This is an optimization exercise on Yosys and OpenROAD, whose aim is a short achievable clock period and few clock cycles, not a production implementation. RTL that was checked went through simulation tests only; none was proved equivalent to the original. For runs 1 to 3, only the layout was checked, not whether the RTL still works. Power is estimated from default activity; no workload was simulated.

[flow/constraint.sdc]
create_clock -name core_clock -period 5.5 [get_ports {clk}]
set_input_delay 1.1000 -clock core_clock [delete_from_list [all_inputs] [get_ports {clk}]]
set_output_delay 1.1000 -clock core_clock [all_outputs]
set_load 0.01 [all_outputs]
[flow/config.mk]
export PLATFORM = sky130hd
export DESIGN_NAME = perf_top
export DESIGN_NICKNAME = perf_top
export VERILOG_FILES = /design/flow/design.v
export SDC_FILE = /design/flow/constraint.sdc
export NUM_CORES = 4
export LEC_CHECK = 0
export CAP_MARGIN = 20
export CORE_MARGIN = 2
export CORE_UTILIZATION = 40
export SETUP_SLACK_MARGIN = 2.2
export SLEW_MARGIN = 20
[flow/run.sh]
#!/bin/bash
# synth_recipe.tcl (not shown) runs the flow's synth.tcl, then flattens the netlist and writes it again
# the make line also repeats each setting of config.mk as NAME=value (left out here)
make -C /OpenROAD-flow-scripts/flow DESIGN_CONFIG=/design/flow/config.mk WORK_HOME=/design/flow/orfs CLKGATE_MAP_FILE= SYNTH_SCRIPT=/design/flow/synth_recipe.tcl finish
[flow/design.v]
package perf_pkg;
  localparam logic [4-1:0] REG_START       = 4'd0;
  localparam logic [4-1:0] REG_IDLE        = 4'd1;
  localparam logic [4-1:0] REG_CLEAR       = 4'd2;
  localparam logic [4-1:0] REG_AW_COUNT    = 4'd3;
  localparam logic [4-1:0] REG_W_COUNT     = 4'd4;
  localparam logic [4-1:0] REG_B_COUNT     = 4'd5;
  localparam logic [4-1:0] REG_BUSY_CYCLES = 4'd6;
  localparam logic [4-1:0] REG_DATA_WIDTH  = 4'd7;
  localparam logic [4-1:0] REG_G0_BASE     = 4'd8;
  localparam logic [4-1:0] REG_G0_BEATS    = 4'd9;
  localparam logic [4-1:0] REG_G0_STRIDE   = 4'd10;
  localparam logic [4-1:0] REG_G0_NUM      = 4'd11;
  localparam logic [4-1:0] REG_G1_BASE     = 4'd12;
  localparam logic [4-1:0] REG_G1_BEATS    = 4'd13;
  localparam logic [4-1:0] REG_G1_STRIDE   = 4'd14;
  localparam logic [4-1:0] REG_G1_NUM      = 4'd15;
  localparam logic CTRL_IDLE    = 1'b0;
  localparam logic CTRL_RUNNING = 1'b1;
endpackage
module perf_regs (
  input  logic                        clk,
  input  logic                        rst_n,
  input  logic                        reg_we,
  input  logic [4-1:0] reg_addr,
  input  logic [32-1:0]      reg_wdata,
  output logic [32-1:0]      reg_rdata,
  input  logic [1:0]                  busy,
  input  logic [32-1:0]     aw_count,
  input  logic [32-1:0]     w_count,
  input  logic [32-1:0]     b_count,
  input  logic [32-1:0]     busy_cycles,
  output logic [1:0]                  start,
  output logic                        clear,
  output logic                        running,
  output logic [2*20-1:0]   cfg_base,
  output logic [15:0]                 cfg_beats,
  output logic [2*20-1:0]   cfg_stride,
  output logic [31:0]                 cfg_num
);
  logic                    state;
  logic                    cfg_sel;
  logic [20-1:0] rd_base;
  logic [7:0]              rd_beats;
  logic [20-1:0] rd_stride;
  logic [15:0]             rd_num;
  assign cfg_sel = reg_addr[2];
  assign running = (state == perf_pkg::CTRL_RUNNING);
  always_ff @(posedge clk) begin
    if (!rst_n) begin
      state <= perf_pkg::CTRL_IDLE;
      start <= '0;
      clear <= 1'b0;
    end else begin
      start <= '0;
      clear <= 1'b0;
      if (state == perf_pkg::CTRL_IDLE) begin
        if (|start) begin
          state <= perf_pkg::CTRL_RUNNING;
        end else if (reg_we && reg_addr == perf_pkg::REG_START) begin
          start <= reg_wdata[1:0];
        end
        if (reg_we && reg_addr == perf_pkg::REG_CLEAR && reg_wdata[0]) begin
          clear <= 1'b1;
        end
      end else begin
        if (!(|busy)) begin
          state <= perf_pkg::CTRL_IDLE;
        end
      end
    end
  end
  always_ff @(posedge clk) begin
    if (!rst_n) begin
      cfg_base   <= '0;
      cfg_beats  <= '0;
      cfg_stride <= '0;
      cfg_num    <= '0;
    end else if (reg_we && reg_addr[3]) begin
      case (reg_addr[1:0])
        2'd0: cfg_base[cfg_sel*20 +: 20] <= reg_wdata[20-1:0];
        2'd1: cfg_beats[cfg_sel*8 +: 8] <= reg_wdata[7:0];
        2'd2: cfg_stride[cfg_sel*20 +: 20] <= reg_wdata[20-1:0];
        default: cfg_num[cfg_sel*16 +: 16] <= reg_wdata[15:0];
      endcase
    end
  end
  assign rd_base   = cfg_base[cfg_sel*20 +: 20];
  assign rd_beats  = cfg_beats[cfg_sel*8 +: 8];
  assign rd_stride = cfg_stride[cfg_sel*20 +: 20];
  assign rd_num    = cfg_num[cfg_sel*16 +: 16];
  always_comb begin
    reg_rdata = '0;
    case (reg_addr)
      perf_pkg::REG_IDLE:        reg_rdata = 32'(!running);
      perf_pkg::REG_AW_COUNT:    reg_rdata = aw_count;
      perf_pkg::REG_W_COUNT:     reg_rdata = w_count;
      perf_pkg::REG_B_COUNT:     reg_rdata = b_count;
      perf_pkg::REG_BUSY_CYCLES: reg_rdata = busy_cycles;
      perf_pkg::REG_DATA_WIDTH:  reg_rdata = 32'(16);
      perf_pkg::REG_G0_BASE, perf_pkg::REG_G1_BASE:
        reg_rdata = 32'(rd_base);
      perf_pkg::REG_G0_BEATS, perf_pkg::REG_G1_BEATS:
        reg_rdata = 32'(rd_beats);
      perf_pkg::REG_G0_STRIDE, perf_pkg::REG_G1_STRIDE:
        reg_rdata = 32'(rd_stride);
      perf_pkg::REG_G0_NUM, perf_pkg::REG_G1_NUM:
        reg_rdata = 32'(rd_num);
      default: reg_rdata = '0;
    endcase
  end
endmodule
module perf_wr_gen (
  input  logic                    clk,
  input  logic                    rst_n,
  input  logic                    start,
  input  logic [20-1:0] cfg_base,
  input  logic [7:0]              cfg_beats,
  input  logic [20-1:0] cfg_stride,
  input  logic [15:0]             cfg_num,
  output logic                    busy,
  output logic                    aw_elig,
  output logic [20-1:0] aw_addr,
  output logic [4-2:0]   aw_idx,
  output logic [7:0]              len,
  output logic                    len0,
  input  logic                    aw_take,
  output logic [16-1:0] w_addr,
  input  logic                    w_take,
  input  logic                    b_take
);
  logic                    act;
  logic                    track;
  logic [20-1:0] stride_q;
  logic [15:0]             aw_rem;
  logic                    aw_more;
  logic                    aw_one;
  logic [15:0]             b_rem;
  logic                    b_one;
  logic                    zero;
  assign act     = start || busy;
  assign track   = !act || !rst_n;
  assign aw_elig = act && aw_more;
  always_ff @(posedge clk) begin
    if (!rst_n) begin
      busy <= 1'b0;
    end else if (start && !busy) begin
      busy <= 1'b1;
    end else if (busy && (zero || (b_take && b_one))) begin
      busy <= 1'b0;
    end
  end
  always_ff @(posedge clk) begin
    if (track) begin
      stride_q <= cfg_stride;
      len      <= cfg_beats - 8'd1;
      len0     <= (cfg_beats == 8'd1);
      zero     <= (cfg_num == 16'd0);
      aw_addr  <= cfg_base;
      aw_idx   <= '0;
      aw_rem   <= cfg_num;
      aw_more  <= (cfg_num != 16'd0);
      aw_one   <= (cfg_num == 16'd1);
      w_addr   <= cfg_base[16-1:0];
      b_rem    <= cfg_num;
      b_one    <= (cfg_num == 16'd1);
    end else begin
      if (aw_take) begin
        aw_addr <= aw_addr + stride_q;
        aw_idx  <= aw_idx + 1'b1;
        aw_rem  <= aw_rem - 16'd1;
        aw_more <= !aw_one;
        aw_one  <= (aw_rem == 16'd2);
      end
      if (w_take) begin
        w_addr <= w_addr + stride_q[16-1:0];
      end
      if (b_take) begin
        b_rem <= b_rem - 16'd1;
        b_one <= (b_rem == 16'd2);
      end
    end
  end
endmodule
module perf_wr_arbiter #(
  parameter int DEPTH = 8
) (
  input  logic                      clk,
  input  logic                      rst_n,
  input  logic [1:0]                g_aw_elig,
  input  logic [2*20-1:0] g_aw_addr,
  input  logic [2*(4-1)-1:0] g_aw_idx,
  input  logic [15:0]               g_len,
  input  logic [1:0]                g_len0,
  output logic [1:0]                g_aw_take,
  input  logic [2*16-1:0] g_w_addr,
  output logic [1:0]                g_w_take,
  output logic [1:0]                g_b_take,
  output logic [20-1:0]   m_aw_addr,
  output logic [4-1:0]     m_aw_id,
  output logic [7:0]                m_aw_len,
  output logic [2:0]                m_aw_size,
  output logic [1:0]                m_aw_burst,
  output logic                      aw_valid,
  input  logic                      aw_ready,
  output logic [16-1:0]   m_w_data,
  output logic [(16 / 8)-1:0]   m_w_strb,
  output logic                      m_w_last,
  output logic                      w_valid,
  input  logic                      w_ready,
  input  logic [4-1:0]     m_b_id,
  input  logic                      b_valid,
  output logic                      b_ready
);
  localparam int GID_W = 4 - 1;
  localparam int PW    = $clog2(DEPTH);
  logic          last_pick;
  logic          pick;
  logic          any;
  logic          room;
  logic          aw_load;
  logic          do_aw;
  logic          push;
  logic [DEPTH-1:0] fifo;
  logic [PW-1:0] wptr;
  logic [PW-1:0] rptr;
  logic [PW:0]   fcnt;
  logic          have;
  logic          wg;
  logic          w_load;
  logic          mid;
  logic          do_w;
  logic [7:0]    w_cnt;
  logic          w_vr;
  logic          need_aw;
  logic          w_fire;
  assign m_aw_size  = 3'd1;
  assign m_aw_burst = 2'b01;
  assign m_w_strb   = '1;
  assign b_ready    = 1'b1;
  assign any     = |g_aw_elig;
  assign pick    = (&g_aw_elig) ? !last_pick : g_aw_elig[1];
  assign room    = (fcnt < (PW+1)'(DEPTH));
  assign aw_load = !aw_valid || aw_ready;
  assign do_aw   = aw_load && any && room;
  assign push    = aw_valid && aw_ready;
  always_ff @(posedge clk) begin
    if (!rst_n) begin
      aw_valid  <= 1'b0;
      last_pick <= 1'b0;
    end else if (aw_load) begin
      aw_valid <= any && room;
      if (do_aw) begin
        last_pick <= pick;
      end
    end
  end
  always_ff @(posedge clk) begin
    if (do_aw) begin
      m_aw_addr <= g_aw_addr[pick*20 +: 20];
      m_aw_id   <= {pick, g_aw_idx[pick*GID_W +: GID_W]};
      m_aw_len  <= g_len[pick*8 +: 8];
    end
  end
  assign have = (fcnt != '0) || do_aw;
  assign wg   = (fcnt != '0) ? fifo[rptr] : pick;
  always_ff @(posedge clk) begin
    if (!rst_n) begin
      wptr <= '0;
      rptr <= '0;
      fcnt <= '0;
    end else begin
      if (do_aw) wptr <= wptr + 1'b1;
      if (do_w) rptr <= rptr + 1'b1;
      fcnt <= fcnt + (PW+1)'(do_aw) - (PW+1)'(do_w);
    end
  end
  always_ff @(posedge clk) begin
    if (do_aw) fifo[wptr] <= pick;
  end
  assign w_valid = w_vr && (!need_aw || aw_ready);
  assign w_fire  = w_valid && w_ready;
  assign w_load  = !w_vr || w_fire;
  assign mid     = w_vr && !m_w_last;
  assign do_w    = w_load && !mid && have;
  always_ff @(posedge clk) begin
    if (!rst_n) begin
      w_vr    <= 1'b0;
      need_aw <= 1'b0;
    end else begin
      if (w_load) begin
        w_vr <= mid || have;
      end
      if (do_w) begin
        need_aw <= (fcnt == '0) || ((fcnt == (PW+1)'(1)) && aw_valid && !aw_ready);
      end else if (push) begin
        need_aw <= 1'b0;
      end
    end
  end
  always_ff @(posedge clk) begin
    if (w_load) begin
      if (mid) begin
        m_w_data <= m_w_data + 1'b1;
        w_cnt    <= w_cnt - 8'd1;
        m_w_last <= (w_cnt == 8'd1);
      end else if (have) begin
        m_w_data <= g_w_addr[wg*16 +: 16];
        w_cnt    <= g_len[wg*8 +: 8];
        m_w_last <= g_len0[wg];
      end
    end
  end
  always_comb begin
    for (int i = 0; i < 2; i++) begin
      g_aw_take[i] = do_aw && (pick == 1'(i));
      g_w_take[i]  = do_w && (wg == 1'(i));
      g_b_take[i]  = b_valid && (m_b_id[4-1] == 1'(i));
    end
  end
endmodule
module perf_wr_stats (
  input  logic                    clk,
  input  logic                    rst_n,
  input  logic                    clear,
  input  logic                    running,
  input  logic                    aw_valid,
  input  logic                    aw_ready,
  input  logic                    w_valid,
  input  logic                    w_ready,
  input  logic                    b_valid,
  input  logic                    b_ready,
  output logic [32-1:0] aw_count,
  output logic [32-1:0] w_count,
  output logic [32-1:0] b_count,
  output logic [32-1:0] busy_cycles
);
  logic aw_fire;
  logic w_fire;
  logic b_fire;
  assign aw_fire = aw_valid && aw_ready;
  assign w_fire  = w_valid && w_ready;
  assign b_fire  = b_valid && b_ready;
  always_ff @(posedge clk) begin
    if (!rst_n) begin
      aw_count    <= '0;
      w_count     <= '0;
      b_count     <= '0;
      busy_cycles <= '0;
    end else if (clear) begin
      aw_count    <= '0;
      w_count     <= '0;
      b_count     <= '0;
      busy_cycles <= '0;
    end else begin
      if (aw_fire) begin
        aw_count <= aw_count + 1'b1;
      end
      if (w_fire) begin
        w_count <= w_count + 1'b1;
      end
      if (b_fire) begin
        b_count <= b_count + 1'b1;
      end
      if (running) begin
        busy_cycles <= busy_cycles + 1'b1;
      end
    end
  end
endmodule
module perf_top (
  input  logic                        clk,
  input  logic                        rst_n,
  input  logic                        reg_we,
  input  logic [4-1:0] reg_addr,
  input  logic [32-1:0]      reg_wdata,
  output logic [32-1:0]      reg_rdata,
  output logic [20-1:0]     m_aw_addr,
  output logic [4-1:0]       m_aw_id,
  output logic [7:0]                  m_aw_len,
  output logic [2:0]                  m_aw_size,
  output logic [1:0]                  m_aw_burst,
  output logic                        aw_valid,
  input  logic                        aw_ready,
  output logic [16-1:0]     m_w_data,
  output logic [(16 / 8)-1:0]     m_w_strb,
  output logic                        m_w_last,
  output logic                        w_valid,
  input  logic                        w_ready,
  input  logic [4-1:0]       m_b_id,
  input  logic [1:0]                  m_b_resp,
  input  logic                        b_valid,
  output logic                        b_ready
);
  localparam int GID_W = 4 - 1;
  logic [1:0]                  start;
  logic [1:0]                  busy;
  logic                        clear;
  logic                        running;
  logic [2*20-1:0]   cfg_base;
  logic [15:0]                 cfg_beats;
  logic [2*20-1:0]   cfg_stride;
  logic [31:0]                 cfg_num;
  logic [32-1:0]     aw_count;
  logic [32-1:0]     w_count;
  logic [32-1:0]     b_count;
  logic [32-1:0]     busy_cycles;
  logic [1:0]                  g_aw_elig;
  logic [2*20-1:0]   g_aw_addr;
  logic [2*GID_W-1:0]          g_aw_idx;
  logic [15:0]                 g_len;
  logic [1:0]                  g_len0;
  logic [1:0]                  g_aw_take;
  logic [2*16-1:0]   g_w_addr;
  logic [1:0]                  g_w_take;
  logic [1:0]                  g_b_take;
  perf_regs u_regs (
    .clk(clk), .rst_n(rst_n),
    .reg_we(reg_we), .reg_addr(reg_addr), .reg_wdata(reg_wdata), .reg_rdata(reg_rdata),
    .busy(busy),
    .aw_count(aw_count), .w_count(w_count), .b_count(b_count), .busy_cycles(busy_cycles),
    .start(start), .clear(clear), .running(running),
    .cfg_base(cfg_base), .cfg_beats(cfg_beats), .cfg_stride(cfg_stride), .cfg_num(cfg_num)
  );
  for (genvar i = 0; i < 2; i++) begin : gen_wr
    perf_wr_gen u_gen (
      .clk(clk), .rst_n(rst_n),
      .start(start[i]),
      .cfg_base(cfg_base[i*20 +: 20]),
      .cfg_beats(cfg_beats[i*8 +: 8]),
      .cfg_stride(cfg_stride[i*20 +: 20]),
      .cfg_num(cfg_num[i*16 +: 16]),
      .busy(busy[i]),
      .aw_elig(g_aw_elig[i]),
      .aw_addr(g_aw_addr[i*20 +: 20]),
      .aw_idx(g_aw_idx[i*GID_W +: GID_W]),
      .len(g_len[i*8 +: 8]),
      .len0(g_len0[i]),
      .aw_take(g_aw_take[i]),
      .w_addr(g_w_addr[i*16 +: 16]),
      .w_take(g_w_take[i]),
      .b_take(g_b_take[i])
    );
  end
  perf_wr_arbiter u_arb (
    .clk(clk), .rst_n(rst_n),
    .g_aw_elig(g_aw_elig), .g_aw_addr(g_aw_addr), .g_aw_idx(g_aw_idx),
    .g_len(g_len), .g_len0(g_len0), .g_aw_take(g_aw_take),
    .g_w_addr(g_w_addr), .g_w_take(g_w_take), .g_b_take(g_b_take),
    .m_aw_addr(m_aw_addr), .m_aw_id(m_aw_id), .m_aw_len(m_aw_len),
    .m_aw_size(m_aw_size), .m_aw_burst(m_aw_burst),
    .aw_valid(aw_valid), .aw_ready(aw_ready),
    .m_w_data(m_w_data), .m_w_strb(m_w_strb), .m_w_last(m_w_last),
    .w_valid(w_valid), .w_ready(w_ready),
    .m_b_id(m_b_id), .b_valid(b_valid), .b_ready(b_ready)
  );
  perf_wr_stats u_stats (
    .clk(clk), .rst_n(rst_n), .clear(clear), .running(running),
    .aw_valid(aw_valid), .aw_ready(aw_ready),
    .w_valid(w_valid), .w_ready(w_ready),
    .b_valid(b_valid), .b_ready(b_ready),
    .aw_count(aw_count), .w_count(w_count), .b_count(b_count), .busy_cycles(busy_cycles)
  );
endmodule
==> summary.txt, run 1 <==
outcome = finished clean
worst vdd ir = 0.0002416 V
Rel. slew slack = 0.3033
Setup Total Neg Slack = 0 ns
total gr overflow = 0
Final Hold Violating Endpoints = 0
register area = 13660 um2
largest net degree at the start of global routing = 82
DP Wirelength = 62190 um
layout cells sized above 1 = 0.1070
f_max = 0.2616 GHz
TritonCTS Buffers = 60
Cell Pwr Density = 303.0 nW/um2
CTS tree = built
Starting DRT DRC Count = 1957
final setup violation count = 0
area of the multi-input gates = 14280 um2
Netlist cell types = 85
number of synthesized flops with an enable pin = 267
Via density = 5.593
FFs w/ async S/R, synth = 0
#FFs+latches synth = 549
Die W = 270.0 um
fill count = 6556
min Tclk post-route = 3.823 ns
CP startpoint kind = input port
CTS clk-pin slew, worst paths = 0.06 ns
number of cell rows = 97
final std cells w/o fill = 4117
Placer Congestion = 0.9069
pre-CTS WS = 0.4949 ns
dpl cells = 3961
fin worst setup slack = 1.677 ns
final wirelength = 85880 um
remaining antenna violation count = 0
Synth Area in Adders = 0.04731
root buffer cell = clkbuf_16
Starting Density = 0.4041
TritonCTS Sinks = 549
initial antenna violation count = 2
Post-Synth Simple-Gate Area = 0.1906
Clock H-tree levels = 2
NumNets Final = 3278
Crit. End Element = primary output
Slew @ Worst Pin = 1.037 ns
Post-Synthesis Cells = 3012
ys flop type = dfxtp_1
arrival time worst endpoint = 2.72 ns
DRC = 0
worst hold path class = reg -> reg
crit path kind = in -> out
number of global-route vias before repair = 22760
DR pass1 iterations = 5
largest family of logic cells by synthesized area = simple AND/OR/NAND/NOR gates
Synth Cell Area = 28300 um2
critical path peak fanout = 7
Compound-Gate Fraction of Synth Area = 0.1303
Die Footprint = 72890 um2
Slew Limit Fails = 0
max-capacitance violation count = 0
antenna fix cells = 0
via count = 23030
GRT Util Overall = 0.2306
crit share post-route = 0.6951
latest clock arrival within the worst-skew pair = 0.65 ns
skew final = 0.03514 ns
P&R area growth vs syn = 17.85%
Die Ht = 270.0 um
wire per inst = 20.86 um
post-synthesis mux area share = 0.03856
Syn Area/Cell = 9.395 um2
share of the yosys chip area belonging to registers = 0.4828
core area = 70030 um2
clk buf depth = 3
Post-Synth XOR/XNOR Area = 0.07893
global-route wire length before repair = 132600 um
# IOs = 139
RSZ-0062 raised after global routing = yes
Final Power = 10.10 mW
LEAKAGE = 12.81 nW
port buffer count = 113
Synth Warn # = 4
WP data required = 4.40 ns
Final Util = 0.4762
-- critical path, stage by stage --
cell        delay (ns)
buf_8             0.09
clkinvlp_4        0.11
buf_6             0.15
nor2_4            0.11
buf_12            0.14
buf_8             0.12
mux4_2            0.35
a211o_1           0.36
buf_2             0.18
-- final timing paths --
check	startpoint	endpoint	slack, ns	cells after the start
hold / removal	flip-flop	gen_wr[1].u_gen.stride_q[2]	0.47	0
setup / recovery	reg_addr[3]	reg_rdata[3]	1.68	9
hold reg to reg	flip-flop	gen_wr[1].u_gen.stride_q[2]	0.47	0
setup reg to reg	u_arb.fcnt[3]	u_arb.m_w_data[12]	2.36	8
-- cell usage in the layout (no fill, tap or decap), types with 9 or more instances in the layout --
master	n
a211oi_1	14
a21o_1	22
a21oi_1	250
a22oi_1	44
a22oi_2	9
a31oi_1	17
and3_1	23
buf_2	22
buf_4	44
buf_6	29
clkbuf_1	16
clkbuf_16	66
clkbuf_8	11
clkdlybuf4s50_1	76
clkinv_2	11
dfxtp_1	282
edfxtp_1	267
ha_1	97
inv_1	64
mux2i_1	56
mux4_2	22
nand2_1	544
nand2_2	13
nand2b_1	10
nand3_1	69
nand4_1	46
nor2_1	286
nor2b_1	12
nor3_1	49
nor3b_1	9
nor4_1	29
o21a_1	16
o21ai_0	129
o31ai_1	14
or3_1	19
or4_1	13
xnor2_1	123
xor2_1	132
-- metal layers --
layer  vias to the layer above  track usage  part of all wire  wire length (um)
met4                         4      0.08494             0.037              3157
met1                     11220       0.3034              0.43             37170
met3                       151      0.03094             0.053              4584
met5                         -            0           0.00023                20
li1                      10950            -                 -                 -
met2                       701       0.3870              0.48             40940
-- report_power, final --
| part | internal [mW] | total (mW) | switching [mW] | leakage [nW] |
|---|---|---|---|---|
| clock network | 2.34 | 4.06 | 1.72 | 0.997 |
| registers | 4.51 | 4.71 | 0.199 | 5.29 |
| logic | 0.571 | 1.34 | 0.765 | 6.53 |
-- cell families (layout without fill, tap and decap cells) --
family / Yosys count / after routing
muxes: 81 / 81
other: 2 / 8
AOI/OAI and AO/OA: 606 / 606
DFF: 549 / 549
buffers and inverters: 217 / 374
adders and majority gates: 104 / 104
xor gates and xnor gates: 255 / 255
and+or+nand+nor: 1198 / 1200
-- area by class of cell --
type                    instances  area share
flip-flops and latches        549      0.4097
clock inverters                18    0.003902
repair buffers                190     0.05804
clock buffers                  95     0.05617
well taps                     940     0.03527
inverters                      71    0.008667
multi-input cells            2254      0.4282
-- per-stage QoR --
stage,hold slack (ns),instance area (um2)
after floorplan,0.4247,28490
after global placement,0.4460,30440
after detailed placement,0.4513,30440
after CTS,0.4596,33160
after global routing,0.4749,33350
final,0.4691,33350
-- timing repair --
item                                    CTS  global route
gates cloned                              8             0
resized for setup                       229            45
hold buffers                              0             0
pin swaps                                16            17
endpoints found under the setup margin  103           124
setup buffers                            34             1
-- cell usage after synthesis, types with 7 or more instances --
library cell / instances / area share
nor3_1: 50 / 0.0088
nor2b_1: 13 / 0.0029
clkbuf_1: 114 / 0.015
buf_4: 12 / 0.0032
or3_1: 19 / 0.0042
o21ai_0: 132 / 0.023
and3_1: 23 / 0.0051
dfxtp_1: 282 / 0.20
nor4_1: 29 / 0.0064
nor3b_1: 9 / 0.0024
and4_1: 8 / 0.0025
a2111oi_0: 7 / 0.0022
nand3_1: 79 / 0.014
edfxtp_1: 267 / 0.28
nand4_1: 46 / 0.010
o2111ai_1: 8 / 0.0025
mux2i_1: 57 / 0.020
nand2_1: 561 / 0.074
inv_1: 70 / 0.0093
xor2_1: 132 / 0.041
mux4_2: 22 / 0.018
a31oi_1: 17 / 0.0038
a21oi_1: 252 / 0.045
ha_1: 99 / 0.044
o31ai_1: 14 / 0.0037
a211oi_1: 14 / 0.0037
nand2b_1: 14 / 0.0031
a22oi_1: 53 / 0.014
a221oi_1: 11 / 0.0034
or4_1: 13 / 0.0034
buf_2: 13 / 0.0023
nor2_1: 294 / 0.039
xnor2_1: 123 / 0.038
o21a_1: 17 / 0.0045
o31a_1: 7 / 0.0022
a21o_1: 22 / 0.0058
==> run 2, diff against run 1 <==
--- a/flow/config.mk
+++ b/flow/config.mk
@@ -7,2 +7,3 @@
 export LEC_CHECK = 0
+export ABC_CLOCK_PERIOD_IN_PS = 3000
 export CAP_MARGIN = 20
@@ -10,3 +11,3 @@
 export CORE_UTILIZATION = 40
-export SETUP_SLACK_MARGIN = 2.2
+export SETUP_SLACK_MARGIN = 2.5
 export SLEW_MARGIN = 20
==> run 2 against run 1 <==
Clock-buffer cell count down 5. Clock skew up 0.0015 ns. Maximum frequency up 3.5%. Hold slack worse by 0.0038 ns. Largest power group unchanged. Register-to-register slack better by 0.29 ns. Critical path depth up 1. Still clean.
==> summary.txt, run 2 <==
outcome = finished clean (unchanged)
critical path cell sequence = buf_12 -> clkinvlp_4 -> nand2_4 -> nor2_4 -> buf_6 -> buf_6 -> a22oi_2 -> nand2_1 -> a211o_4 -> buf_6 (was buf_8 -> clkinvlp_4 -> buf_6 -> nor2_4 -> buf_12 -> buf_8 -> mux4_2 -> a211o_1 -> buf_2)
Final Power = 10.38 mW (was 10.10 mW)
final wirelength = 87190 um (was 85880 um)
CTS tree = built (unchanged)
ys flop type = dfxtp_1 (unchanged)
NumNets Final = 3295 (was 3278)
FFs w/ async S/R, synth = 0 (unchanged)
core area = 70030 um2 (unchanged)
CP bufs+invs = 5 (was 6)
worst stage delay on the critical path = 0.37 ns (was 0.36 ns)
TritonCTS Sinks = 549 (unchanged)
dominant cells by area after synthesis = edfxtp_1 (28%), dfxtp_1 (20%), nand2_1 (7.4%), a21oi_1 (4.5%), ha_1 (4.4%) (unchanged)
worst vdd ir = 0.0002410 V (was 0.0002416 V)
Final Hold Violating Endpoints = 0 (unchanged)
number of global-route vias before repair = 22490 (was 22760)
skew final = 0.03665 ns (was 0.03514 ns)
TritonCTS Buffers = 66 (was 60)
RSZ-0062 raised after global routing = yes (unchanged)
crit path kind = in -> out (unchanged)
#FFs+latches synth = 549 (unchanged)
most frequent cells in the layout = nand2_1 (541), nor2_1 (286), dfxtp_1 (282) (was nand2_1 (544), nor2_1 (286), dfxtp_1 (282))
most used cell along the critical path = buf_6 (was buf_8)
Via density = 5.662 (was 5.593)
critical path peak fanout = 4 (was 7)
max-capacitance violation count = 0 (unchanged)
Synth top cells by count = nand2_1 (561), nor2_1 (294), dfxtp_1 (282) (unchanged)
DP Wirelength = 61480 um (was 62190 um)
# IOs = 139 (unchanged)
layout cells sized above 1 = 0.1180 (was 0.1070)
largest net degree at the start of global routing = 83 (was 82)
Rel. slew slack = 0.2785 (was 0.3033)
top-count cell post-synth = nand2_1 (unchanged)
remaining antenna violation count = 0 (unchanged)
CP top delay family = buffers and inverters (unchanged)
CTS clk-pin slew, worst paths = 0.06 ns (about the same)
Post-Synthesis Cells = 3012 (unchanged)
total gr overflow = 0 (unchanged)
number of cell rows = 97 (unchanged)
global-route wire length before repair = 132900 um (was 132600 um)
Setup Total Neg Slack = 0 ns (unchanged)
Die Ht = 270.0 um (unchanged)
top-area cell type share of the netlist area = 0.2833 (unchanged)
min Tclk post-route = 3.694 ns (was 3.823 ns)
Starting DRT DRC Count = 2163 (was 1957)
Die W = 270.0 um (unchanged)
WP data required = 4.40 ns (about the same)
Slew @ Worst Pin = 1.079 ns (was 1.037 ns)
latest clock arrival within the worst-skew pair = 0.62 ns (was 0.65 ns)
DRC = 0 (unchanged)
Syn Area/Cell = 9.395 um2 (unchanged)
via count = 23410 (was 23030)
port buffer count = 113 (unchanged)
arrival time worst endpoint = 2.59 ns (was 2.72 ns)
root buffer cell = clkbuf_16 (unchanged)
Placer Congestion = 0.9129 (was 0.9069)
CTS Hold Bufs = 0 (unchanged)
CP startpoint kind = input port (unchanged)
DR pass1 iterations = 6 (was 5)
number of synthesized flops with an enable pin = 267 (unchanged)
Crit-path slowest cell = a211o_4 (was a211o_1)
Cell Pwr Density = 305.7 nW/um2 (was 303.0 nW/um2)
crit share post-route = 0.6716 (was 0.6951)
Crit. End Element = primary output (unchanged)
fin worst setup slack = 1.806 ns (was 1.677 ns)
Design Area, Final = 33950 um2 (was 33350 um2)
share of the yosys chip area belonging to registers = 0.4828 (unchanged)
f_max = 0.2707 GHz (was 0.2616 GHz)
Synth Cell Area = 28300 um2 (unchanged)
Netlist cell types = 85 (unchanged)
Starting Density = 0.4041 (unchanged)
pre-CTS WS = 0.4782 ns (was 0.4949 ns)
LEAKAGE = 13.12 nW (was 12.81 nW)
Synth Warn # = 4 (unchanged)
Slew Limit Fails = 0 (unchanged)
P&R area growth vs syn = 19.98% (was 17.85%)
Cell Area, Placed = 30540 um2 (was 30440 um2)
area leader, netlist = edfxtp_1 (unchanged)
final setup violation count = 0 (unchanged)
Die Footprint = 72890 um2 (unchanged)
commonest non-fill, non-tap cell in the layout = nand2_1 (unchanged)
clk buf depth = 3 (unchanged)
WHS = 0.4653 ns (was 0.4691 ns)
Clock H-tree levels = 3 (was 2)
initial antenna violation count = 1 (was 2)
GRT Util Overall = 0.2335 (was 0.2306)
worst hold path class = reg -> reg (unchanged)
wire per inst = 21.09 um (was 20.86 um)
[run 2: cell counts after synthesis]
No cell type changed its count.
[run 2: per-stage QoR]
| stage | std cells | utilization |
|---|---|---|
| 2_1_floorplan | 3018 | - |
| 3_3_place_gp | 3956 | 0.4357 |
| 3_5_place_dp | 3958 | 0.4360 |
| 4_1_cts | 4126 | 0.4813 |
| 5_1_grt | 4134 | 0.4848 |
| 6_report | 4135 | 0.4848 |
[run 2: logic make-up (layout without fill, tap and decap cells)]
kind of cell             count (synthesis)  count (layout)  synth area share
AND/OR/NAND/NOR                       1198            1199            0.1906
AO/OA/AOI/OAI                          606             606            0.1303
flip-flops                             549             549            0.4828
XOR/XNOR                               255             255           0.07893
buffers and inverters                  217             392           0.03122
adder cells (fa/ha/maj)                104             104           0.04731
multiplexers                            81              81           0.03856
other                                    2               9         0.0002654
[run 2: worst register-to-register path: stages (launching register included)]
cell	delay, ns
edfxtp_1	0.47
ha_1	0.39
a2111oi_0	0.42
o21ai_0	0.32
a41oi_1	0.52
o221ai_1	0.21
xnor2_1	0.16
o21ai_0	0.08
[run 2: path summary, 6_finish.rpt]
| check | start | end | slack [ns] | cells past startpoint |
|---|---|---|---|---|
| worst max-delay path | reg_addr[3] | reg_rdata[5] | 1.81 | 10 |
| worst min-delay path | flip-flop | gen_wr[1].u_gen.stride_q[11] | 0.47 | 0 |
| worst max register to register | gen_wr[0].u_gen.stride_q[6] | gen_wr[0].u_gen.aw_addr[13] | 2.65 | 7 |
| worst min register to register | flip-flop | gen_wr[1].u_gen.stride_q[11] | 0.47 | 0 |
[run 2: layout make-up]
cell class              count  area (um2)
diodes                      1       2.502
well taps                 940        1176
flip-flops and latches    549       13660
fillers                  6436       36080
clock inverters            29       274.0
inverters                  71       306.5
clock buffers              90        1838
repair buffers            202        2218
multi-input cells        2253       14470
[run 2: timing repair]
item | CTS | global route
endpoints found under the setup margin | 340 | 187
pin swaps | 41 | 28
gates cloned | 10 | 1
gates resized for setup | 289 | 35
buffers inserted | 39 | 7
[run 2: power by group]
group / internal (mW) / leakage, nW / total, mW / switching [mW]
clock network: 2.50 / 1.03 / 4.28 / 1.78
logic: 0.604 / 6.80 / 1.39 / 0.790
registers: 4.51 / 5.29 / 4.70 / 0.196
total: 7.62 / 13.1 / 10.4 / 2.76
[run 2: metal layers]
metal  vias to the layer above  GRT usage  part of all wire
met3                       162    0.03352             0.073
met5                         -          0                 0
li1                      10980          -                 -
met4                         0    0.09854             0.039
met1                     11400     0.3214              0.43
met2                       874     0.3674              0.45
==> run 3, diff against run 2 <==
--- a/flow/config.mk
+++ b/flow/config.mk
@@ -10,3 +10,3 @@
 export CORE_MARGIN = 2
-export CORE_UTILIZATION = 40
+export CORE_UTILIZATION = 60
 export SETUP_SLACK_MARGIN = 2.5
==> run 3 against run 2 <==
Routed wire length is 5.0% lower. Clock power is 4.9% lower. Synthesized cell count stayed put. Global-route usage rose by 9.8 points. Clock-buffer cell count down 9. Die area decreased by 33%.
==> summary.txt, run 3 <==
outcome = finished clean (unchanged)
via count = 23500 (was 23410)
number of global-route vias before repair = 22460 (was 22490)
Final Util = 0.7102 (was 0.4848)
WP data required = 4.40 ns (about the same)
latest clock arrival within the worst-skew pair = 0.63 ns (was 0.62 ns)
top-count cell post-synth = nand2_1 (unchanged)
number of synthesized flops with an enable pin = 267 (unchanged)
global-route wire length before repair = 127500 um (was 132900 um)
Slew Limit Fails = 0 (unchanged)
P&R area growth vs syn = 16.85% (was 19.98%)
CTS Hold Bufs = 0 (unchanged)
WHS Path Cells = 0 (unchanged)
Die W = 221.2 um (was 270.0 um)
initial antenna violation count = 1 (unchanged)
ys flop type = dfxtp_1 (unchanged)
TritonCTS Sinks = 549 (unchanged)
Die Footprint = 48910 um2 (was 72890 um2)
port buffer count = 113 (unchanged)
clock group share of total power = 0.403 (was 0.412)
final wirelength = 82810 um (was 87190 um)
CTS tree = built (unchanged)
FFs w/ async S/R, synth = 0 (unchanged)
Slew @ Worst Pin = 1.140 ns (was 1.079 ns)
Sequential Power Share = 0.464 (was 0.453)
worst hold path class = reg -> reg (unchanged)
core area = 46560 um2 (was 70030 um2)
share of the yosys chip area belonging to registers = 0.4828 (unchanged)
Clock H-tree levels = 2 (was 3)
Final Power = 10.11 mW (was 10.38 mW)
Via density = 6.222 (was 5.662)
final std cells w/o fill = 3777 (was 4135)
Crit. End Element = primary output (unchanged)
crit share post-route = 0.6866 (was 0.6716)
min Tclk post-route = 3.777 ns (was 3.694 ns)
CP startpoint kind = input port (unchanged)
sw frac = 0.2603 (was 0.2663)
worst vdd ir = 0.0002592 V (was 0.0002410 V)
arrival time worst endpoint = 2.68 ns (was 2.59 ns)
root buffer cell = clkbuf_16 (unchanged)
clk buf depth = 3 (unchanged)
Logic pwr share = 0.133 (was 0.134)
WHS = 0.4422 ns (was 0.4653 ns)
total gr overflow = 0 (unchanged)
CTS clk-pin slew, worst paths = 0.06 ns (about the same)
max-capacitance violation count = 0 (unchanged)
Post-Synthesis Cells = 3012 (unchanged)
f_max = 0.2648 GHz (was 0.2707 GHz)
# IOs = 139 (unchanged)
top-area cell type share of the netlist area = 0.2833 (unchanged)
dominant cells by area after synthesis = edfxtp_1 (28%), dfxtp_1 (20%), nand2_1 (7.4%), a21oi_1 (4.5%), ha_1 (4.4%) (unchanged)
Final Hold Violating Endpoints = 0 (unchanged)
skew final = 0.02945 ns (was 0.03665 ns)
NetSw = 2.633 mW (was 2.764 mW)
crit path kind = in -> out (unchanged)
wire per inst = 21.92 um (was 21.09 um)
largest net degree at the start of global routing = 107 (was 83)
remaining antenna violation count = 0 (unchanged)
most frequent cells in the layout = nand2_1 (542), nor2_1 (285), dfxtp_1 (282) (was nand2_1 (541), nor2_1 (286), dfxtp_1 (282))
area leader, netlist = edfxtp_1 (unchanged)
R2R Path Start = gen_wr[0].u_gen.stride_q[10] (was gen_wr[0].u_gen.stride_q[6])
Starting DRT DRC Count = 2369 (was 2163)
RSZ-0062 raised after global routing = yes (unchanged)
sink of the worst hold path = gen_wr[0].u_gen.stride_q[9] (was gen_wr[1].u_gen.stride_q[11])
TritonCTS Buffers = 57 (was 66)
NumNets Final = 3273 (was 3295)
Setup Total Neg Slack = 0 ns (unchanged)
RR Endpoint = gen_wr[0].u_gen.aw_addr[18] (was gen_wr[0].u_gen.aw_addr[13])
area of the multi-input gates = 14400 um2 (was 14470 um2)
Design Area, Final = 33060 um2 (was 33950 um2)
#FFs+latches synth = 549 (unchanged)
Netlist cell types = 85 (unchanged)
Worst R2R Path Depth = 7 (unchanged)
Synth Cell Area = 28300 um2 (unchanged)
Cell Pwr Density = 305.9 nW/um2 (was 305.7 nW/um2)
Syn Area/Cell = 9.395 um2 (unchanged)
layout cells sized above 1 = 0.1161 (was 0.1180)
Synth top cells by count = nand2_1 (561), nor2_1 (294), dfxtp_1 (282) (unchanged)
DP Wirelength = 59100 um (was 61480 um)
DR pass1 iterations = 6 (unchanged)
commonest non-fill, non-tap cell in the layout = nand2_1 (unchanged)
Placer Congestion = 0.9459 (was 0.9129)
GRT Util Overall = 0.3318 (was 0.2335)
pre-CTS WS = 0.5067 ns (was 0.4782 ns)
Cell Area, Placed = 30090 um2 (was 30540 um2)
critical path peak fanout = 5 (was 4)
register area = 13660 um2 (unchanged)
Rel. slew slack = 0.2402 (was 0.2785)
final setup violation count = 0 (unchanged)
Die Ht = 221.2 um (was 270.0 um)
Internal = 7.481 mW (was 7.615 mW)
fin worst setup slack = 1.723 ns (was 1.806 ns)
dpl cells = 3623 (was 3958)
register-to-register setup slack = 2.55 ns (was 2.65 ns)
fill count = 3502 (was 6436)
Synth Warn # = 4 (unchanged)
number of cell rows = 79 (was 97)
DRC = 0 (unchanged)
Starting Density = 0.6078 (was 0.4041)
LEAKAGE = 12.84 nW (was 13.12 nW)
-- run 3: cell counts after synthesis --
Identical to the previous run, type by type.
-- run 3: how the worst max path moves through the flow --
| stage | from | endpoint | slack (ns) |
|---|---|---|---|
| floorplan | aw_ready | u_arb.fcnt[1] | 2.12 |
| global placement | reg_addr[3] | reg_rdata[14] | 0.57 |
| detailed placement | reg_addr[3] | reg_rdata[14] | 0.51 |
| CTS | reg_addr[3] | reg_rdata[2] | 1.76 |
| global route | reg_addr[3] | reg_rdata[2] | 1.69 |
| finish | reg_addr[3] | reg_rdata[7] | 1.72 |
-- run 3: power by group through the flow --
stage	clock (mW)	sequential, mW	combinational [mW]
4_1_cts	4.11	4.69	1.34
3_5_place_dp	0	4.78	1.27
6_report	4.07	4.69	1.35
3_3_place_gp	0	4.77	1.23
2_1_floorplan	0	4.75	0.851
5_1_grt	4.28	4.71	1.47
-- run 3: cell type report --
cell class,count,share of cell area
repair buffers,190,0.05949
well taps,607,0.02297
clock inverters,26,0.008212
clock buffers,81,0.05177
diodes,1,0.00007568
flip-flops and latches,549,0.4132
multi-input cells,2252,0.4356
inverters,71,0.008666
-- run 3: critical path, stage by stage --
cell        delay, ns
buf_12           0.08
clkinvlp_4       0.13
buf_6            0.16
nor2_4           0.14
buf_8            0.15
mux4_2           0.34
a211o_1          0.40
buf_2            0.18
-- run 3: timing repair --
action                     4_1_cts  5_1_grt
setup endpoints to repair      149       88
resized for setup              250       41
setup buffers                   32       10
cloned                           3        0
pin swaps                       40       14
-- run 3: kinds of logic after synthesis --
family,synth area share
adder cells (fa/ha/maj),0.04731
XOR/XNOR,0.07893
flip-flops,0.4828
other,0.0002654
AO/OA/AOI/OAI,0.1303
buffers and inverters,0.03122
AND/OR/NAND/NOR,0.1906
multiplexers,0.03856
-- run 3: routing by layer --
layer  global-route usage  up-vias  part of all wire
met5                    0        -                 0
met4               0.1520        0             0.046
met3              0.07117      204             0.090
met2               0.5157     1006              0.45
met1               0.4465    11360              0.41
li1                     -    10940                 -
==> run 4, diff against run 3 <==
--- a/flow/design.v
+++ b/flow/design.v
@@ -233,5 +233,2 @@
   logic [7:0]    w_cnt;
-  logic          w_vr;
-  logic          need_aw;
-  logic          w_fire;
   assign m_aw_size  = 3'd1;
@@ -242,3 +239,3 @@
   assign pick    = (&g_aw_elig) ? !last_pick : g_aw_elig[1];
-  assign room    = (fcnt < (PW+1)'(DEPTH));
+  assign room    = (fcnt < (PW+1)'(DEPTH-1));
   assign aw_load = !aw_valid || aw_ready;
@@ -264,4 +261,4 @@
   end
-  assign have = (fcnt != '0) || do_aw;
-  assign wg   = (fcnt != '0) ? fifo[rptr] : pick;
+  assign have = (fcnt != '0) || push;
+  assign wg   = (fcnt != '0) ? fifo[rptr] : m_aw_id[4-1];
   always_ff @(posedge clk) begin
@@ -272,5 +269,5 @@
     end else begin
-      if (do_aw) wptr <= wptr + 1'b1;
+      if (push) wptr <= wptr + 1'b1;
       if (do_w) rptr <= rptr + 1'b1;
-      fcnt <= fcnt + (PW+1)'(do_aw) - (PW+1)'(do_w);
+      fcnt <= fcnt + (PW+1)'(push) - (PW+1)'(do_w);
     end
@@ -278,22 +275,12 @@
   always_ff @(posedge clk) begin
-    if (do_aw) fifo[wptr] <= pick;
+    if (push) fifo[wptr] <= m_aw_id[4-1];
   end
-  assign w_valid = w_vr && (!need_aw || aw_ready);
-  assign w_fire  = w_valid && w_ready;
-  assign w_load  = !w_vr || w_fire;
-  assign mid     = w_vr && !m_w_last;
-  assign do_w    = w_load && !mid && have;
+  assign w_load = !w_valid || w_ready;
+  assign mid    = w_valid && !m_w_last;
+  assign do_w   = w_load && !mid && have;
   always_ff @(posedge clk) begin
     if (!rst_n) begin
-      w_vr    <= 1'b0;
-      need_aw <= 1'b0;
-    end else begin
-      if (w_load) begin
-        w_vr <= mid || have;
-      end
-      if (do_w) begin
-        need_aw <= (fcnt == '0) || ((fcnt == (PW+1)'(1)) && aw_valid && !aw_ready);
-      end else if (push) begin
-        need_aw <= 1'b0;
-      end
+      w_valid <= 1'b0;
+    end else if (w_load) begin
+      w_valid <= mid || have;
     end
--- a/flow/config.mk
+++ b/flow/config.mk
@@ -7,7 +7,5 @@
 export LEC_CHECK = 0
-export ABC_CLOCK_PERIOD_IN_PS = 3000
 export CAP_MARGIN = 20
 export CORE_MARGIN = 2
-export CORE_UTILIZATION = 60
-export SETUP_SLACK_MARGIN = 2.5
+export CORE_UTILIZATION = 40
 export SLEW_MARGIN = 20
==> run 4 against run 3 <==
Routed wire length grew 2.4%. Critical path type unchanged. Core utilization down 24 points. Power up 1.7%. Sequential cell count down 1. Final area is 0.81% lower. Sequential power hardly changed. Maximum frequency down 23%. Via count down 0.77%. Register-to-register slack worse by 0.14 ns. First-iteration DRC count down 7.8%. Still clean on timing, DRC and antenna. Critical path depth unchanged. Clock skew is 0.0080 ns lower.
==> summary.txt, run 4 <==
CP startpoint kind = input port (unchanged)
NumNets Final = 3290 (was 3273)
DP Wirelength = 62490 um (was 59100 um)
root buffer cell = clkbuf_16 (unchanged)
outcome = finished clean (unchanged)
most used cell along the critical path = clkdlybuf4s50_1
DRC = 0 (unchanged)
initial antenna violation count = 1 (unchanged)
arrival time worst endpoint = 3.81 ns (was 2.68 ns)
crit path kind = in -> out (unchanged)
CP top delay family = buffers and inverters (unchanged)
critical path cell sequence = clkdlybuf4s50_1 -> nor2b_1 -> and2_1 -> buf_12 -> mux4_2 -> nand2_1 -> nand3_1 -> clkdlybuf4s50_1 (was buf_12 -> clkinvlp_4 -> buf_6 -> nor2_4 -> buf_8 -> mux4_2 -> a211o_1 -> buf_2)
register-to-register setup slack = 2.41 ns (was 2.55 ns)
Final Power = 10.29 mW (was 10.11 mW)
CTS clk-pin slew, worst paths = 0.06 ns (about the same)
dominant cells by area after synthesis = edfxtp_1 (28%), dfxtp_1 (20%), nand2_1 (7.3%), a21oi_1 (5.0%), ha_1 (4.4%) (was edfxtp_1 (28%), dfxtp_1 (20%), nand2_1 (7.4%), a21oi_1 (4.5%), ha_1 (4.4%))
remaining antenna violation count = 0 (unchanged)
Crit-path slowest cell = clkdlybuf4s50_1 (was a211o_1)
post-cts sizing count = 0 (was 250)
Design Area, Final = 32800 um2 (was 33060 um2)
share of the yosys chip area belonging to registers = 0.4779 (was 0.4828)
Netlist cell types = 83 (was 85)
Die Footprint = 73530 um2 (was 48910 um2)
Die Ht = 271.2 um (was 221.2 um)
GRT Util Overall = 0.2258 (was 0.3318)
sink of the worst hold path = gen_wr[1].u_gen.stride_q[5] (was gen_wr[0].u_gen.stride_q[9])
final setup violation count = 0 (unchanged)
CTS Hold Bufs = 0 (unchanged)
top-area cell type share of the netlist area = 0.2808 (was 0.2833)
clock group share of total power = 0.426 (was 0.403)
RR Endpoint = gen_wr[1].u_gen.aw_addr[18] (was gen_wr[0].u_gen.aw_addr[18])
CP bufs+invs = 3 (was 5)
Syn Area/Cell = 9.293 um2 (was 9.395 um2)
Synth Cell Area = 28550 um2 (was 28300 um2)
Cell Pwr Density = 313.8 nW/um2 (was 305.9 nW/um2)
Placer Congestion = 0.9722 (was 0.9459)
Starting DRT DRC Count = 2185 (was 2369)
largest net degree at the start of global routing = 106 (was 107)
number of global-route vias before repair = 22650 (was 22460)
worst vdd ir = 0.0002572 V (was 0.0002592 V)
f_max = 0.2036 GHz (was 0.2648 GHz)
top-count cell post-synth = nand2_1 (unchanged)
pre-CTS WS = 0.6717 ns (was 0.5067 ns)
Crit. End Element = primary output (unchanged)
TritonCTS Buffers = 61 (was 57)
skew final = 0.02141 ns (was 0.02945 ns)
total gr overflow = 0 (unchanged)
number of cell rows = 97 (was 79)
Post-CTS Setup Bufs = 0 (was 32)
dpl cells = 4012 (was 3623)
Setup Total Neg Slack = 0 ns (unchanged)
latest clock arrival within the worst-skew pair = 0.64 ns (was 0.63 ns)
critical path peak fanout = 22 (was 5)
CTS tree = built (unchanged)
Via density = 5.644 (was 6.222)
Slew @ Worst Pin = 1.110 ns (was 1.140 ns)
P&R area growth vs syn = 14.87% (was 16.85%)
WP data required = 4.40 ns (about the same)
global-route wire length before repair = 131300 um (was 127500 um)
# IOs = 139 (unchanged)
area leader, netlist = edfxtp_1 (unchanged)
final wirelength = 84780 um (was 82810 um)
Post-Synthesis Cells = 3072 (was 3012)
clk buf depth = 3 (unchanged)
#FFs+latches synth = 548 (was 549)
Synth Warn # = 4 (unchanged)
core area = 70390 um2 (was 46560 um2)
Slew Limit Fails = 0 (unchanged)
crit share post-route = 0.8930 (was 0.6866)
Cell Area, Placed = 30600 um2 (was 30090 um2)
Starting Density = 0.4056 (was 0.6078)
max-capacitance violation count = 0 (unchanged)
Die W = 271.2 um (was 221.2 um)
RSZ-0062 raised after global routing = no (was yes)
Logic pwr share = 0.122 (was 0.133)
TritonCTS Sinks = 548 (was 549)
number of synthesized flops with an enable pin = 267 (unchanged)
commonest non-fill, non-tap cell in the layout = nand2_1 (unchanged)
port buffer count = 113 (unchanged)
R2R Path Start = gen_wr[1].u_gen.stride_q[0] (was gen_wr[0].u_gen.stride_q[10])
worst hold path class = reg -> reg (unchanged)
FFs w/ async S/R, synth = 0 (unchanged)
final std cells w/o fill = 4132 (was 3777)
wire per inst = 20.52 um (was 21.92 um)
Worst R2R Path Depth = 9 (was 7)
Internal = 7.615 mW (was 7.481 mW)
worst stage delay on the critical path = 0.56 ns (was 0.40 ns)
NetSw = 2.675 mW (was 2.633 mW)
LEAKAGE = 12.43 nW (was 12.84 nW)
most frequent cells in the layout = nand2_1 (552), nor2_1 (297), a21oi_1 (284) (was nand2_1 (542), nor2_1 (285), dfxtp_1 (282))
DR pass1 iterations = 5 (was 6)
Clock H-tree levels = 2 (unchanged)
min Tclk post-route = 4.912 ns (was 3.777 ns)
Sequential Power Share = 0.452 (was 0.464)
ys flop type = dfxtp_1 (unchanged)
sw frac = 0.2599 (was 0.2603)
Synth top cells by count = nand2_1 (553), nor2_1 (302), a21oi_1 (284) (was nand2_1 (561), nor2_1 (294), dfxtp_1 (282))
Rel. slew slack = 0.2600 (was 0.2402)
via count = 23320 (was 23500)
layout cells sized above 1 = 0.06332 (was 0.1161)
fin worst setup slack = 0.5884 ns (was 1.723 ns)
WHS Path Cells = 0 (unchanged)
Final Hold Violating Endpoints = 0 (unchanged)
[run 4: through the flow]
stage | hold WS (ns) | util
floorplan | 0.4247 | -
global placement | 0.4401 | 0.4342
detailed placement | 0.4473 | 0.4347
CTS | 0.4608 | 0.4653
global route | 0.4755 | 0.4658
finish | 0.4600 | 0.4659
[run 4: routing by layer]
metal  track usage  vias up  wire length [um]
met1        0.3115    11380             37670
met5             0        -                10
met3       0.03016      133              5363
met4       0.05798        2              1940
met2        0.3744      775             39790
li1              -    11030                 -
[run 4: worst max path at each step]
stage	startpoint	endpoint	slack (ns)	depth (start not counted)
after floorplan	reg_addr[2]	reg_rdata[16]	1.89	6
after global placement	reg_addr[1]	reg_rdata[19]	0.67	8
after detailed placement	reg_addr[1]	reg_rdata[19]	0.67	8
after CTS	reg_addr[0]	reg_rdata[5]	0.64	8
after global routing	reg_addr[1]	reg_rdata[19]	0.56	8
final	reg_addr[1]	reg_rdata[19]	0.59	8
[run 4: layout make-up]
cell class / count / area, um2
timing repair buffer: 149 / 1478
antenna: 2 / 5.005
tap: 940 / 1176
clock buffer: 81 / 1737
clock inverter: 35 / 415.4
fill: 6631 / 37600
multi-input combinational: 2303 / 14060
sequential: 548 / 13640
inverter: 74 / 280.3
[run 4: power groups by stage]
stage / clock network [mW] / logic, mW / registers, mW
final: 4.38 / 1.25 / 4.66
after floorplan: 0 / 0.848 / 4.72
after CTS: 4.45 / 1.26 / 4.66
after detailed placement: 0 / 1.25 / 4.74
after global routing: 4.63 / 1.37 / 4.68
after global placement: 0 / 1.21 / 4.73
[run 4: cells by family after synthesis]
logic type / Yosys count / share of synthesized area
and+or+nand+nor: 1239 / 0.1958
AOI/OAI and AO/OA: 619 / 0.1294
DFF: 548 / 0.4779
xor gates and xnor gates: 236 / 0.07240
buffers and inverters: 227 / 0.03313
adders and majority gates: 105 / 0.04733
muxes: 96 / 0.04378
other: 2 / 0.0002631
Testbench counts of run 4, summed over its fixed seeds: cycles 39,203.
==> run 5, diff against run 4 <==
--- a/flow/design.v
+++ b/flow/design.v
@@ -42,6 +42,2 @@
   logic                    cfg_sel;
-  logic [20-1:0] rd_base;
-  logic [7:0]              rd_beats;
-  logic [20-1:0] rd_stride;
-  logic [15:0]             rd_num;
   assign cfg_sel = reg_addr[2];
@@ -87,26 +83,23 @@
   end
-  assign rd_base   = cfg_base[cfg_sel*20 +: 20];
-  assign rd_beats  = cfg_beats[cfg_sel*8 +: 8];
-  assign rd_stride = cfg_stride[cfg_sel*20 +: 20];
-  assign rd_num    = cfg_num[cfg_sel*16 +: 16];
+  logic [15:0] dec;
   always_comb begin
-    reg_rdata = '0;
-    case (reg_addr)
-      perf_pkg::REG_IDLE:        reg_rdata = 32'(!running);
-      perf_pkg::REG_AW_COUNT:    reg_rdata = aw_count;
-      perf_pkg::REG_W_COUNT:     reg_rdata = w_count;
-      perf_pkg::REG_B_COUNT:     reg_rdata = b_count;
-      perf_pkg::REG_BUSY_CYCLES: reg_rdata = busy_cycles;
-      perf_pkg::REG_DATA_WIDTH:  reg_rdata = 32'(16);
-      perf_pkg::REG_G0_BASE, perf_pkg::REG_G1_BASE:
-        reg_rdata = 32'(rd_base);
-      perf_pkg::REG_G0_BEATS, perf_pkg::REG_G1_BEATS:
-        reg_rdata = 32'(rd_beats);
-      perf_pkg::REG_G0_STRIDE, perf_pkg::REG_G1_STRIDE:
-        reg_rdata = 32'(rd_stride);
-      perf_pkg::REG_G0_NUM, perf_pkg::REG_G1_NUM:
-        reg_rdata = 32'(rd_num);
-      default: reg_rdata = '0;
-    endcase
+    for (int i = 0; i < 16; i++) begin
+      dec[i] = (reg_addr == 4'(i));
+    end
   end
+  assign reg_rdata =
+      ({32{dec[perf_pkg::REG_IDLE]}}        & 32'(!running))
+    | ({32{dec[perf_pkg::REG_AW_COUNT]}}    & aw_count)
+    | ({32{dec[perf_pkg::REG_W_COUNT]}}     & w_count)
+    | ({32{dec[perf_pkg::REG_B_COUNT]}}     & b_count)
+    | ({32{dec[perf_pkg::REG_BUSY_CYCLES]}} & busy_cycles)
+    | ({32{dec[perf_pkg::REG_DATA_WIDTH]}}  & 32'(16))
+    | ({32{dec[perf_pkg::REG_G0_BASE]}}     & 32'(cfg_base[0 +: 20]))
+    | ({32{dec[perf_pkg::REG_G1_BASE]}}     & 32'(cfg_base[20 +: 20]))
+    | ({32{dec[perf_pkg::REG_G0_BEATS]}}    & 32'(cfg_beats[0 +: 8]))
+    | ({32{dec[perf_pkg::REG_G1_BEATS]}}    & 32'(cfg_beats[8 +: 8]))
+    | ({32{dec[perf_pkg::REG_G0_STRIDE]}}   & 32'(cfg_stride[0 +: 20]))
+    | ({32{dec[perf_pkg::REG_G1_STRIDE]}}   & 32'(cfg_stride[20 +: 20]))
+    | ({32{dec[perf_pkg::REG_G0_NUM]}}      & 32'(cfg_num[0 +: 16]))
+    | ({32{dec[perf_pkg::REG_G1_NUM]}}      & 32'(cfg_num[16 +: 16]));
 endmodule
@@ -185,3 +178,3 @@
 module perf_wr_arbiter #(
-  parameter int DEPTH = 8
+  parameter int DEPTH = 2
 ) (
@@ -224,5 +217,5 @@
   logic [DEPTH-1:0] fifo;
-  logic [PW-1:0] wptr;
-  logic [PW-1:0] rptr;
   logic [PW:0]   fcnt;
+  logic          fnz;
+  logic [PW:0]   fcnt_nx;
   logic          have;
@@ -233,2 +226,5 @@
   logic [7:0]    w_cnt;
+  logic          w_vr;
+  logic          need_aw;
+  logic          w_fire;
   assign m_aw_size  = 3'd1;
@@ -239,3 +235,3 @@
   assign pick    = (&g_aw_elig) ? !last_pick : g_aw_elig[1];
-  assign room    = (fcnt < (PW+1)'(DEPTH-1));
+  assign room    = (fcnt < (PW+1)'(DEPTH));
   assign aw_load = !aw_valid || aw_ready;
@@ -261,13 +257,12 @@
   end
-  assign have = (fcnt != '0) || push;
-  assign wg   = (fcnt != '0) ? fifo[rptr] : m_aw_id[4-1];
+  assign have    = fnz || do_aw;
+  assign wg      = fnz ? fifo[0] : pick;
+  assign fcnt_nx = fcnt + (PW+1)'(do_aw) - (PW+1)'(do_w);
   always_ff @(posedge clk) begin
     if (!rst_n) begin
-      wptr <= '0;
-      rptr <= '0;
       fcnt <= '0;
+      fnz  <= 1'b0;
     end else begin
-      if (push) wptr <= wptr + 1'b1;
-      if (do_w) rptr <= rptr + 1'b1;
-      fcnt <= fcnt + (PW+1)'(push) - (PW+1)'(do_w);
+      fcnt <= fcnt_nx;
+      fnz  <= (fcnt_nx != '0);
     end
@@ -275,12 +270,32 @@
   always_ff @(posedge clk) begin
-    if (push) fifo[wptr] <= m_aw_id[4-1];
+    for (int i = 0; i < DEPTH; i++) begin
+      if (do_w) begin
+        if (do_aw && (fcnt == (PW+1)'(i + 1))) begin
+          fifo[i] <= pick;
+        end else if (i < DEPTH - 1) begin
+          fifo[i] <= fifo[(i + 1) % DEPTH];
+        end
+      end else if (do_aw && (fcnt == (PW+1)'(i))) begin
+        fifo[i] <= pick;
+      end
+    end
   end
-  assign w_load = !w_valid || w_ready;
-  assign mid    = w_valid && !m_w_last;
-  assign do_w   = w_load && !mid && have;
+  assign w_valid = w_vr && (!need_aw || aw_ready);
+  assign w_fire  = w_valid && w_ready;
+  assign w_load  = !w_vr || w_fire;
+  assign mid     = w_vr && !m_w_last;
+  assign do_w    = w_load && !mid && have;
   always_ff @(posedge clk) begin
     if (!rst_n) begin
-      w_valid <= 1'b0;
-    end else if (w_load) begin
-      w_valid <= mid || have;
+      w_vr    <= 1'b0;
+      need_aw <= 1'b0;
+    end else begin
+      if (w_load) begin
+        w_vr <= mid || have;
+      end
+      if (do_w) begin
+        need_aw <= (fcnt == '0) || ((fcnt == (PW+1)'(1)) && aw_valid && !aw_ready);
+      end else if (push) begin
+        need_aw <= 1'b0;
+      end
     end
--- a/flow/config.mk
+++ b/flow/config.mk
@@ -7,2 +7,3 @@
 export LEC_CHECK = 0
+export ABC_CLOCK_PERIOD_IN_PS = 3000
 export CAP_MARGIN = 20
@@ -10,2 +11,3 @@
 export CORE_UTILIZATION = 40
+export SETUP_SLACK_MARGIN = 2.5
 export SLEW_MARGIN = 20
==> run 5 against run 4 <==
Still clean. Sequential cell count is 12 lower. Hold slack improved by 0.039 ns. Maximum frequency rose by 32%. Sequential power fell by 2%. Register-to-register slack better by 0.18 ns. Combinational power fell by 9%. Via count shrank 2.9%.
==> summary.txt, run 5 <==
ys flop type = dfxtp_1 (unchanged)
arrival time worst endpoint = 2.62 ns (was 3.81 ns)
CP startpoint kind = input port (unchanged)
Slew Limit Fails = 0 (unchanged)
final wirelength = 87780 um (was 84780 um)
Clock H-tree levels = 2 (unchanged)
critical path peak fanout = 5 (was 22)
wire length on met2 = 40560 um (was 39790 um)
largest net degree at the start of global routing = 113 (was 106)
max-capacitance violation count = 0 (unchanged)
Synth Cell Area = 27430 um2 (was 28550 um2)
Placer Congestion = 0.9131 (was 0.9722)
Synth Warn # = 4 (unchanged)
met3 wire length = 5816 um (was 5363 um)
crit share post-route = 0.6762 (was 0.8930)
Slew @ Worst Pin = 0.9989 ns (was 1.110 ns)
wire per inst = 22.00 um (was 20.52 um)
Die W = 265.8 um (was 271.2 um)
DR pass1 iterations = 7 (was 5)
GRT Util Overall = 0.2438 (was 0.2258)
layout cells sized above 1 = 0.1225 (was 0.06332)
Final Util = 0.4850 (was 0.4659)
Crit. End Element = primary output (unchanged)
CTS clk-pin slew, worst paths = 0.06 ns (about the same)
most frequent cells in the layout = nand2_1 (500), dfxtp_1 (274), edfxtp_1 (261) (was nand2_1 (552), nor2_1 (297), a21oi_1 (284))
DP Wirelength = 61740 um (was 62490 um)
root buffer cell = clkbuf_16 (unchanged)
commonest non-fill, non-tap cell in the layout = nand2_1 (unchanged)
port buffer count = 113 (unchanged)
DRC = 0 (unchanged)
# IOs = 139 (unchanged)
via count = 22650 (was 23320)
worst hold path class = reg -> reg (unchanged)
FFs w/ async S/R, synth = 0 (unchanged)
Synth top cells by count = nand2_1 (505), dfxtp_1 (275), nor2_1 (269) (was nand2_1 (553), nor2_1 (302), a21oi_1 (284))
number of synthesized flops with an enable pin = 261 (was 267)
Netlist cell types = 77 (was 83)
share of the yosys chip area belonging to registers = 0.4865 (was 0.4779)
number of global-route vias before repair = 22100 (was 22650)
RSZ-0062 raised after global routing = yes (was no)
Die Ht = 265.8 um (was 271.2 um)
Die Footprint = 70670 um2 (was 73530 um2)
top-count cell post-synth = nand2_1 (unchanged)
highest metal used = met5 (unchanged)
number of cell rows = 96 (was 97)
NumNets Final = 3202 (was 3290)
min Tclk post-route = 3.719 ns (was 4.912 ns)
area leader, netlist = edfxtp_1 (unchanged)
Rel. slew slack = 0.3340 (was 0.2600)
core area = 68230 um2 (was 70390 um2)
Setup Total Neg Slack = 0 ns (unchanged)
LEAKAGE = 12.61 nW (was 12.43 nW)
remaining antenna violation count = 0 (unchanged)
global-route wire length before repair = 133400 um (was 131300 um)
TritonCTS Buffers = 59 (was 61)
Via density = 5.675 (was 5.644)
Cell Area, Placed = 29640 um2 (was 30600 um2)
dominant cells by area after synthesis = edfxtp_1 (29%), dfxtp_1 (20%), nand2_1 (6.9%), xor2_1 (4.3%), ha_1 (4.2%) (was edfxtp_1 (28%), dfxtp_1 (20%), nand2_1 (7.3%), a21oi_1 (5.0%), ha_1 (4.4%))
antenna fix cells = 0 (was 2)
latest clock arrival within the worst-skew pair = 0.64 ns (about the same)
CTS tree = built (unchanged)
worst vdd ir = 0.0002281 V (was 0.0002572 V)
P&R area growth vs syn = 20.65% (was 14.87%)
initial antenna violation count = 1 (unchanged)
final setup violation count = 0 (unchanged)
Post-Synthesis Cells = 2909 (was 3072)
Syn Area/Cell = 9.428 um2 (was 9.293 um2)
clk buf depth = 3 (unchanged)
TritonCTS Sinks = 536 (was 548)
WP data required = 4.40 ns (about the same)
outcome = finished clean (unchanged)
fill count = 6308 (was 6631)
Design Area, Final = 33090 um2 (was 32800 um2)
top-area cell type share of the netlist area = 0.2858 (was 0.2808)
crit path kind = in -> out (unchanged)
Final Hold Violating Endpoints = 0 (unchanged)
Starting DRT DRC Count = 2171 (was 2185)
skew final = 0.03154 ns (was 0.02141 ns)
met1 WL = 38640 um (was 37670 um)
Cell Pwr Density = 292.5 nW/um2 (was 313.8 nW/um2)
#FFs+latches synth = 536 (was 548)
f_max = 0.2689 GHz (was 0.2036 GHz)
total gr overflow = 0 (unchanged)
pre-CTS WS = 0.6110 ns (was 0.6717 ns)
fin worst setup slack = 1.781 ns (was 0.5884 ns)
Starting Density = 0.4020 (was 0.4056)
[run 5: final timing paths]
kind	from	to	slack [ns]	cells past startpoint
max	reg_addr[2]	reg_rdata[14]	1.78	9
min	gen_wr[0].u_gen.aw_idx[1]	gen_wr[0].u_gen.aw_idx[1]	0.50	2
max reg2reg	gen_wr[1].u_gen.stride_q[0]	gen_wr[1].u_gen.aw_addr[18]	2.59	9
min reg2reg	gen_wr[0].u_gen.aw_idx[1]	gen_wr[0].u_gen.aw_idx[1]	0.50	2
[run 5: area by class of cell]
class / count / area, um2 / area share
Multi-Input combinational cell: 2176 / 14010 / 0.4234
Timing Repair Buffer: 227 / 2467 / 0.07457
Clock buffer: 99 / 1821 / 0.05502
Inverter: 59 / 231.5 / 0.006996
Sequential cell: 536 / 13340 / 0.4033
Tap cell: 882 / 1104 / 0.03335
Clock inverter: 12 / 112.6 / 0.003403
[run 5: power breakdown]
part | switching (mW) | internal, mW | total, mW | leakage, nW
logic | 0.618 | 0.520 | 1.14 | 6.48
registers | 0.184 | 4.38 | 4.56 | 5.18
clock network | 1.65 | 2.33 | 3.98 | 0.951
[run 5: critical path, stage by stage]
cell and delay (ns):
buf_8 0.11, buf_12 0.12, nand2b_4 0.13, nor2_4 0.08
buf_12 0.14, a22o_1 0.21, a221oi_2 0.25, nand4_1 0.25
buf_2 0.22
[run 5: routing by layer]
| metal | vias to the layer above | global-route usage |
|---|---|---|
| met3 | 161 | 0.03595 |
| met1 | 11010 | 0.3331 |
| met2 | 797 | 0.3986 |
| met5 | - | 0 |
| li1 | 10680 | - |
| met4 | 2 | 0.07607 |
[run 5: timing repair]
action | CTS | global route
resized for setup | 275 | 58
buffers inserted | 58 | 11
setup endpoints to repair | 277 | 58
cloned | 12 | 2
hold buffers | 0 | 0
pin swaps | 49 | 56
[run 5: per-stage QoR]
stage | hold slack [ns] | power (mW) | instances
2_1_floorplan | 0.4289 | 5.271 | 2915
3_3_place_gp | 0.4768 | 5.618 | 3797
3_5_place_dp | 0.4899 | 5.641 | 3797
4_1_cts | 0.4982 | 9.720 | 3978
5_1_grt | 0.5166 | 10.01 | 3991
6_report | 0.4988 | 9.679 | 3991
[run 5: cells by family (layout without fill, tap and decap cells)]
| kind of cell | count (synthesis) | after routing | synth area share |
|---|---|---|---|
| buffers and inverters | 205 | 397 | 0.02961 |
| AO/OA/AOI/OAI | 644 | 645 | 0.1557 |
| other | 2 | 8 | 0.0002738 |
| flip-flops | 536 | 536 | 0.4865 |
| adder cells (fa/ha/maj) | 95 | 95 | 0.04444 |
| XOR/XNOR | 250 | 250 | 0.07984 |
| AND/OR/NAND/NOR | 1130 | 1131 | 0.1864 |
| multiplexers | 47 | 47 | 0.01729 |
Testbench counts of run 5, summed over its fixed seeds: cycles 38,142.

==> re-timing with driven ports <==
The flow's constraints put no driver on any port. The routed layouts listed below were extracted and timed again, unchanged, in two steps.
Step 1 assumes that a clkbuf_16 drives the clock port and a buf_2 every other input.
Step 2 moves the port delays by t, midway between the first and last clock arrival at a register: inputs arrive t later, outputs are due t later. That takes back most of the time a late clock gives input paths.
Slacks: ideal ports / drivers / drivers and shift; pairs: ideal ports / drivers.
| run | shift t [ns] | setup slack, ns | worst setup path after step 2 | clock arrival spread, ns | worst slew at a driven data input, ns |
|---|---|---|---|---|---|
| run 1 | 0.697 | 1.677 / 1.617 / 1.617 | input to output | 0.036 / 0.036 | 0.14 |
| run 2 | 0.664 | 1.806 / 1.689 / 1.689 | input to output | 0.038 / 0.038 | 0.22 |
| run 3 | 0.672 | 1.723 / 1.562 / 1.562 | input to output | 0.032 / 0.032 | 0.16 |
| run 4 | 0.696 | 0.588 / 0.553 / 0.553 | input to output | 0.022 / 0.022 | 0.13 |
| run 5 | 0.682 | 1.781 / 1.722 / 1.722 | input to output | 0.032 / 0.033 | 0.08 |
After both steps setup and hold are still met in every run listed. For run 3, which loses most, drivers alone change the setup slack by -0.161 ns; drivers and shift together by -0.161 ns.
